What follows belongs to an exercise in optimizing a design on an open flow for a short achievable clock period and few clock cycles per item; a production flow would make more cautious choices.
The RTL was checked by simulation tests, not by an equivalence proof against the original design.

File: config.mk
export PLATFORM = sky130hd
export DESIGN_NAME = radix_digit_converter_unit
export DESIGN_NICKNAME = radix_digit_converter_unit
export VERILOG_FILES = /design/flow/design.v
export SDC_FILE = /design/flow/constraint.sdc
export NUM_CORES = 4
export LEC_CHECK = 0
export CAP_MARGIN = 20
export CORE_MARGIN = 2
export CORE_UTILIZATION = 40
export SLEW_MARGIN = 20
File: constraint.sdc
create_clock -name core_clock -period 10.5 [get_ports {clock}]
set_input_delay 2.1000 -clock core_clock [delete_from_list [all_inputs] [get_ports {clock}]]
set_output_delay 2.1000 -clock core_clock [all_outputs]
set_load 0.01 [all_outputs]
File: design.v
`default_nettype none
package rdc_pkg;
   localparam int FIELD_BITS = 32;
   localparam int MAX_DIGITS     = 32;
   localparam int DEPTH_BITS     = $clog2(MAX_DIGITS + 1);
   localparam int STACK_IDX_BITS = $clog2(MAX_DIGITS);
   localparam int RADIX_BITS          = 5;
   localparam logic [4:0] RADIX_MIN   = 5'd2;
   localparam logic [4:0] RADIX_MAX   = 5'd16;
   localparam logic [4:0] RADIX_RESET = 5'd2;
   localparam int DIGIT_BITS = 4;
   localparam int RECIP_BITS = 32;
   localparam int REM_BITS   = 6;
   typedef logic [DIGIT_BITS-1:0] digit_type;
endpackage
`default_nettype wire
`default_nettype none
import rdc_pkg::*;
module radix_digit_converter_unit #(
   parameter int VALUE_BITS = 32
) (
   input  wire logic        clock,
   input  wire logic        reset,
   input  wire logic        req_tvalid,
   output logic             req_tready,
   input  wire logic [31:0] req_tdata,    
   output logic             rsp_tvalid,
   input  wire logic        rsp_tready,
   output logic [7:0]       rsp_tdata,    
   output logic             rsp_tlast,    
   input  wire logic        csr_wr_en,
   input  wire logic [4:0]  csr_wr_data   
);
   localparam int W = (VALUE_BITS < FIELD_BITS) ? VALUE_BITS : FIELD_BITS;
   localparam int PROD_BITS = W + RECIP_BITS;
   typedef enum logic [1:0] {
      ST_IDLE,
      ST_MUL,
      ST_FIX,
      ST_EMIT
   } state_type;
   function automatic logic [4:0] clamp_radix(input logic [4:0] raw);
      logic [4:0] r;
      r = raw;
      if (r < RADIX_MIN) begin
         r = RADIX_MIN;
      end
      if (r > RADIX_MAX) begin
         r = RADIX_MAX;
      end
      clamp_radix = r;
   endfunction
   function automatic logic [RECIP_BITS-1:0] radix_recip(input logic [4:0] r);
      logic [RECIP_BITS-1:0] m;
      case (r)
         5'd2:    m = 32'h8000_0000;
         5'd3:    m = 32'h5555_5555;
         5'd4:    m = 32'h4000_0000;
         5'd5:    m = 32'h3333_3333;
         5'd6:    m = 32'h2AAA_AAAA;
         5'd7:    m = 32'h2492_4924;
         5'd8:    m = 32'h2000_0000;
         5'd9:    m = 32'h1C71_C71C;
         5'd10:   m = 32'h1999_9999;
         5'd11:   m = 32'h1745_D174;
         5'd12:   m = 32'h1555_5555;
         5'd13:   m = 32'h13B1_3B13;
         5'd14:   m = 32'h1249_2492;
         5'd15:   m = 32'h1111_1111;
         5'd16:   m = 32'h1000_0000;
         default: m = 32'h8000_0000;
      endcase
      radix_recip = m;
   endfunction
   state_type                 state_ff, state_in;
   logic [4:0]                radix_ff, radix_in;
   logic [4:0]                rad_ff, rad_in;
   logic [W-1:0]              value_ff, value_in;
   logic [W-1:0]              prod_ff, prod_in;
   logic [PROD_BITS-1:0]      prod_full;
   logic [DEPTH_BITS-1:0]     depth_ff, depth_in;
   logic [MAX_DIGITS-1:0][DIGIT_BITS-1:0] stack_ff, stack_in;
   logic                      rsp_tvalid_ff, rsp_tvalid_in;
   logic [DIGIT_BITS-1:0]     rsp_digit_ff, rsp_digit_in;
   logic                      rsp_tlast_ff, rsp_tlast_in;
   logic [W-1:0]              q_est;
   logic [REM_BITS-1:0]       q_times_r;
   logic [REM_BITS-1:0]       diff;
   logic [REM_BITS-1:0]       rem_est;
   logic                      corr;
   logic [DIGIT_BITS-1:0]     fix_digit;
   logic [W-1:0]              q_fixed;
   logic [DEPTH_BITS-1:0]     depth_inc;
   logic [DEPTH_BITS-1:0]     depth_dec;
   logic                      out_free;
   assign req_tready = (state_ff == ST_IDLE);
   assign rsp_tvalid = rsp_tvalid_ff;
   assign rsp_tdata  = {{(8 - DIGIT_BITS){1'b0}}, rsp_digit_ff};
   assign rsp_tlast  = rsp_tlast_ff;
   always_comb begin
      q_est     = prod_ff;
      q_times_r = REM_BITS'(q_est[REM_BITS-1:0] * rad_ff);
      diff      = value_ff[REM_BITS-1:0] - q_times_r;
      rem_est   = diff;
      corr      = (rem_est >= REM_BITS'(rad_ff));
      fix_digit = corr ? DIGIT_BITS'(rem_est - REM_BITS'(rad_ff)) : DIGIT_BITS'(rem_est);
      q_fixed   = q_est + W'(corr);
      depth_inc = depth_ff + DEPTH_BITS'(1);
      depth_dec = depth_ff - DEPTH_BITS'(1);
      out_free  = !rsp_tvalid_ff || rsp_tready;
   end
   always_comb begin
      state_in      = state_ff;
      radix_in      = radix_ff;
      rad_in        = rad_ff;
      value_in      = value_ff;
      prod_in       = prod_ff;
      prod_full     = value_ff * radix_recip(rad_ff);
      depth_in      = depth_ff;
      stack_in      = stack_ff;
      rsp_tvalid_in = rsp_tvalid_ff;
      rsp_digit_in  = rsp_digit_ff;
      rsp_tlast_in  = rsp_tlast_ff;
      if (rsp_tvalid_ff && rsp_tready) begin
         rsp_tvalid_in = 1'b0;
      end
      if (csr_wr_en) begin
         radix_in = csr_wr_data;
      end
      case (state_ff)
         ST_IDLE: begin
            if (req_tvalid) begin
               value_in = req_tdata[W-1:0];
               rad_in   = clamp_radix(radix_ff);
               depth_in = '0;
               state_in = ST_MUL;
            end
         end
         ST_MUL: begin
            prod_in  = prod_full[PROD_BITS-1:RECIP_BITS];
            state_in = ST_FIX;
         end
         ST_FIX: begin
            stack_in[depth_ff[STACK_IDX_BITS-1:0]] = fix_digit;
            depth_in = depth_inc;
            value_in = q_fixed;
            if ((q_fixed == '0) || (depth_inc == DEPTH_BITS'(MAX_DIGITS))) begin
               state_in = ST_EMIT;
            end else begin
               state_in = ST_MUL;
            end
         end
         ST_EMIT: begin
            if (out_free) begin
               rsp_tvalid_in = 1'b1;
               rsp_digit_in  = stack_ff[depth_dec[STACK_IDX_BITS-1:0]];
               rsp_tlast_in  = (depth_ff == DEPTH_BITS'(1));
               depth_in      = depth_dec;
               if (depth_ff == DEPTH_BITS'(1)) begin
                  state_in = ST_IDLE;
               end
            end
         end
         default: begin
            state_in = ST_IDLE;
         end
      endcase
   end
   always_ff @(posedge clock) begin
      if (reset) begin
         state_ff      <= ST_IDLE;
         radix_ff      <= RADIX_RESET;
         depth_ff      <= '0;
         rsp_tvalid_ff <= 1'b0;
      end else begin
         state_ff      <= state_in;
         radix_ff      <= radix_in;
         depth_ff      <= depth_in;
         rsp_tvalid_ff <= rsp_tvalid_in;
      end
      rad_ff       <= rad_in;
      value_ff     <= value_in;
      prod_ff      <= prod_in;
      stack_ff     <= stack_in;
      rsp_digit_ff <= rsp_digit_in;
      rsp_tlast_ff <= rsp_tlast_in;
   end
endmodule
`default_nettype wire
File: run.sh
#!/bin/bash
# synth_recipe.tcl (not shown) runs the flow's synth.tcl, then flattens the netlist and writes it again
# the make line also repeats each setting of config.mk as NAME=value (left out here)
make -C /OpenROAD-flow-scripts/flow DESIGN_CONFIG=/design/flow/config.mk WORK_HOME=/design/flow/orfs CLKGATE_MAP_FILE= SYNTH_SCRIPT=/design/flow/synth_recipe.tcl finish
==> notes.md <==
-- routing by layer --
metal,global-route usage (%),routed length (um),vias to the layer above
li1,-,-,12929
met1,32.8,53900,15034
met2,37.2,58200,1048
met3,5.42,11200,179
met4,6.02,3480,0
met5,0,0,-
-- layout make-up --
type | instances | area, um2
clock buffers | 31 | 668
well taps | 1403 | 1760
repair buffers | 118 | 1040
flip-flops and latches | 238 | 6790
inverters | 965 | 3620
diodes | 1 | 2.50
multi-input cells | 2887 | 32000
clock inverters | 13 | 185
fillers | 10278 | 61000
-- cells in the mapped netlist, types with 10 or more instances --
cell type | count | area share (%)
nor3_1 | 24 | 0.28
nand4_1 | 11 | 0.16
a21o_1 | 14 | 0.24
nand3_1 | 42 | 0.49
a21oi_1 | 115 | 1.3
dfxtp_1 | 36 | 1.7
a31oi_1 | 14 | 0.20
mux4_2 | 40 | 2.1
and3_1 | 14 | 0.20
or3_1 | 11 | 0.16
and2_1 | 423 | 6.1
mux2i_1 | 10 | 0.23
o21ai_0 | 93 | 1.1
nand2_1 | 470 | 4.1
clkbuf_1 | 175 | 1.5
mux2_2 | 72 | 1.9
nor2b_1 | 12 | 0.17
nand2b_1 | 12 | 0.17
ha_1 | 285 | 8.3
nor2_1 | 112 | 0.97
inv_1 | 964 | 8.4
xor2_1 | 36 | 0.73
a211oi_1 | 10 | 0.17
fa_1 | 901 | 42
edfxtp_1 | 202 | 14
xnor2_1 | 61 | 1.2
-- kinds of logic after synthesis --
family / count (synthesis) / synth area share, %
compound gates: 310 / 4.28
other cells: 1 / 0.00869
flops: 238 / 15.7
xor+xnor: 97 / 1.97
simple gates: 1168 / 13.5
buf+inv: 1160 / 10.2
fa+ha+maj: 1186 / 50.1
mux: 122 / 4.20
-- registers in the layout, summed over array words and instances (netlist names), named ones only --
signal,cells
rsp_digit_ff,4
stack_ff,128
state_ff,2
value_ff,32
rad_ff,5
prod_ff,32
rsp_tvalid_ff,1
depth_ff,6
radix_ff,5
rsp_tlast_ff,1
-- path summary, 6_finish.rpt --
kind                       startpoint                       end  slack, ns
max            value_ff[16]$_DFFE_PP_     prod_ff[25]$_DFFE_PN_       1.38
min reg2reg  radix_ff[0]$_SDFFE_PP0P_  radix_ff[0]$_SDFFE_PP0P_       0.52
min          radix_ff[0]$_SDFFE_PP0P_  radix_ff[0]$_SDFFE_PP0P_       0.52
max reg2reg    value_ff[16]$_DFFE_PP_     prod_ff[25]$_DFFE_PN_       1.38
-- tightest hold or removal path: stages (launching register included) --
cell and delay, ns:
dfxtp_1 0.34, mux2i_1 0.07, nor2_1 0.07
-- per-stage QoR --
| step | cell area, um2 |
|---|---|
| after floorplan | 43200 |
| after global placement | 45200 |
| after detailed placement | 45200 |
| after CTS | 46000 |
| after global routing | 46100 |
| final | 46100 |
==> impl_metrics.toml <==
[outcome]
run_status = "timing/DRC/antenna clean"

[global_routing]
grt_remaining_overflow = 0
grtUsageTotal_pct = 23.6
grt_start_max_net_pins = 70
first_global_vias = 31605
number_of_antenna_violations_at_the_first_check_in_global_routing = 2
grt_first_pass_wirelength_mm = 196

[clock_tree]
worstSkewPairLatency_ns = 0.57
cts_repair_resize_count = 0
cts.sink_count = 238
cts-htree-levels = 1
tritoncts.num_buffers = 24
cts.path.max_buffers = 3
path_clk_slew_ns = 0.08
clock_root_buffer = "clkbuf_16"
cts-hold-fix-buffers = 0
tritoncts_clock_tree = "built"
cts_post_setup_buffers_inserted = 0

[synth]
ys_async_sr_fraction_pct = 0
synth_edf_count = 202
ys_seq_elements = 238
count_of_distinct_cell_types_in_the_synthesized_netlist = 76
synth_area_per_cell_um2 = 10.1
synth_top_flop_cell = "edfxtp_1"
ys_seq_area_share_pct = 15.7
syn_inst = 4282
syn_area_um2 = 43100
ys_warn_count = 1

[worst_setup_path]
timing.critical_path.required_ns = 10.82
cp_data_arrival_time_ns = 9.44
start_kind = "flip-flop"
timing.critical_path.max_delay_family = "adder cells"
endpoint_kind = "flip-flop"
maximum_single_stage_delay_on_the_critical_path_ns = 1.04
timing.critical_path.cells = "and2_1 -> fa_1 -> fa_1 -> inv_1 -> fa_1 -> fa_1 -> inv_1 -> fa_1 -> inv_1 -> fa_1 -> inv_1 -> fa_1 -> inv_1 -> fa_1 -> inv_1 -> ha_1 -> nand2_1 -> nor4_1 -> o21ai_1 -> a2111oi_2 -> o21ai_1 -> nor2b_1 -> o31ai_1 -> xnor2_1"
critPathMaxFanout = 22
slowest_stage = "edfxtp_1"
worst_path_most_repeated_cell = "fa_1"
critPathBufInv = 6
timing.critical_path.depth = 24
timing.setup.critical_path_class = "reg -> reg"
ff2ff_path_depth = 24

[placement]
gp_congestion = 0.953
dpl_worst_slack_ns = 1.43
detailed_place_hpwl_mm = 103
placedCellCount = 5610
count_of_input_and_output_buffers = 48

[sta]
final_min_period_over_clock_period_pct = 86.8
setup_viol = 0
fin_worst_hold_slack_ns = 0.523
fmax_mhz = 110
timing_hold_violations_final = 0
setup_tns_ns = 0
layout_setup_ws_ns = 1.38
slew-limit-headroom_pct = 21.3
finalMaxSlewViolations = 0
fin_worst_skew_ns = 0.0238
worstMarginPinSlew_ns = 1.18
rsz0062_at_grt = "no"
clock_period_minus_final_worst_setup_slack_ns = 9.12

[route]
detailroute.via_count = 29190
avgRoutedWirePerCell_um = 22.4
drt_drc_violations_left = 0
drt_first_pass_iters = 6
totalWireLength_mm = 127
drt-vias-per-instance = 5.16
antenna_left = 0
first_iter_violations = 2124

[die]
floorplan.rows = 120
die_w_um = 332
dieArea_um2 = 111000
design.core.area_um2 = 107000
y_dimension_of_the_die_um = 332
ios = 53
starting_density_of_the_core_pct = 40.3

[layout]
finish.utilization_pct = 43.0
layout.nets = 5462
layout.cells.most_common = "inv_1"
final-instance-count-excl-fill = 5656
layout.cells.most_common_list = "inv_1, fa_1, nand2_1"
share_of_cells_above_drive_strength_1_pct = 6.07
area_growth_from_synthesis_to_layout_pct = 6.75

[hold_path]
worst_hold_path_class = "reg -> reg"
hold-path-cell-count = 2

[run]
max_cap_violations = 0
Testbench counts, summed over its fixed seeds: cycles 66,334, digits 21,042.

[re-timing with driven ports]
No port has a modelled driver above. Below, the same layout with a new extraction and two added sets of constraints. Step 1 sets driving cells, clkbuf_16 on the clock port and buf_2 on the other inputs (assumed; they add their load-dependent delay and slew). Step 2 times the ports against the registers' clock, not the clock port: input delays grow and output delays shrink by t, the midpoint of the rising clock arrivals with the driver on. a / b / c = ideal / step 1 / step 2; a / b = the first two.
t, ns: 0.616
setup WS [ns]: 1.384 / 1.384 / 1.384
slew at the worst register clock pin (ns): 0.08 / 0.08
After both steps this run still meets setup and hold. The setup slack of this run moves by 0.000 ns with the drivers and by 0.000 ns with both steps.
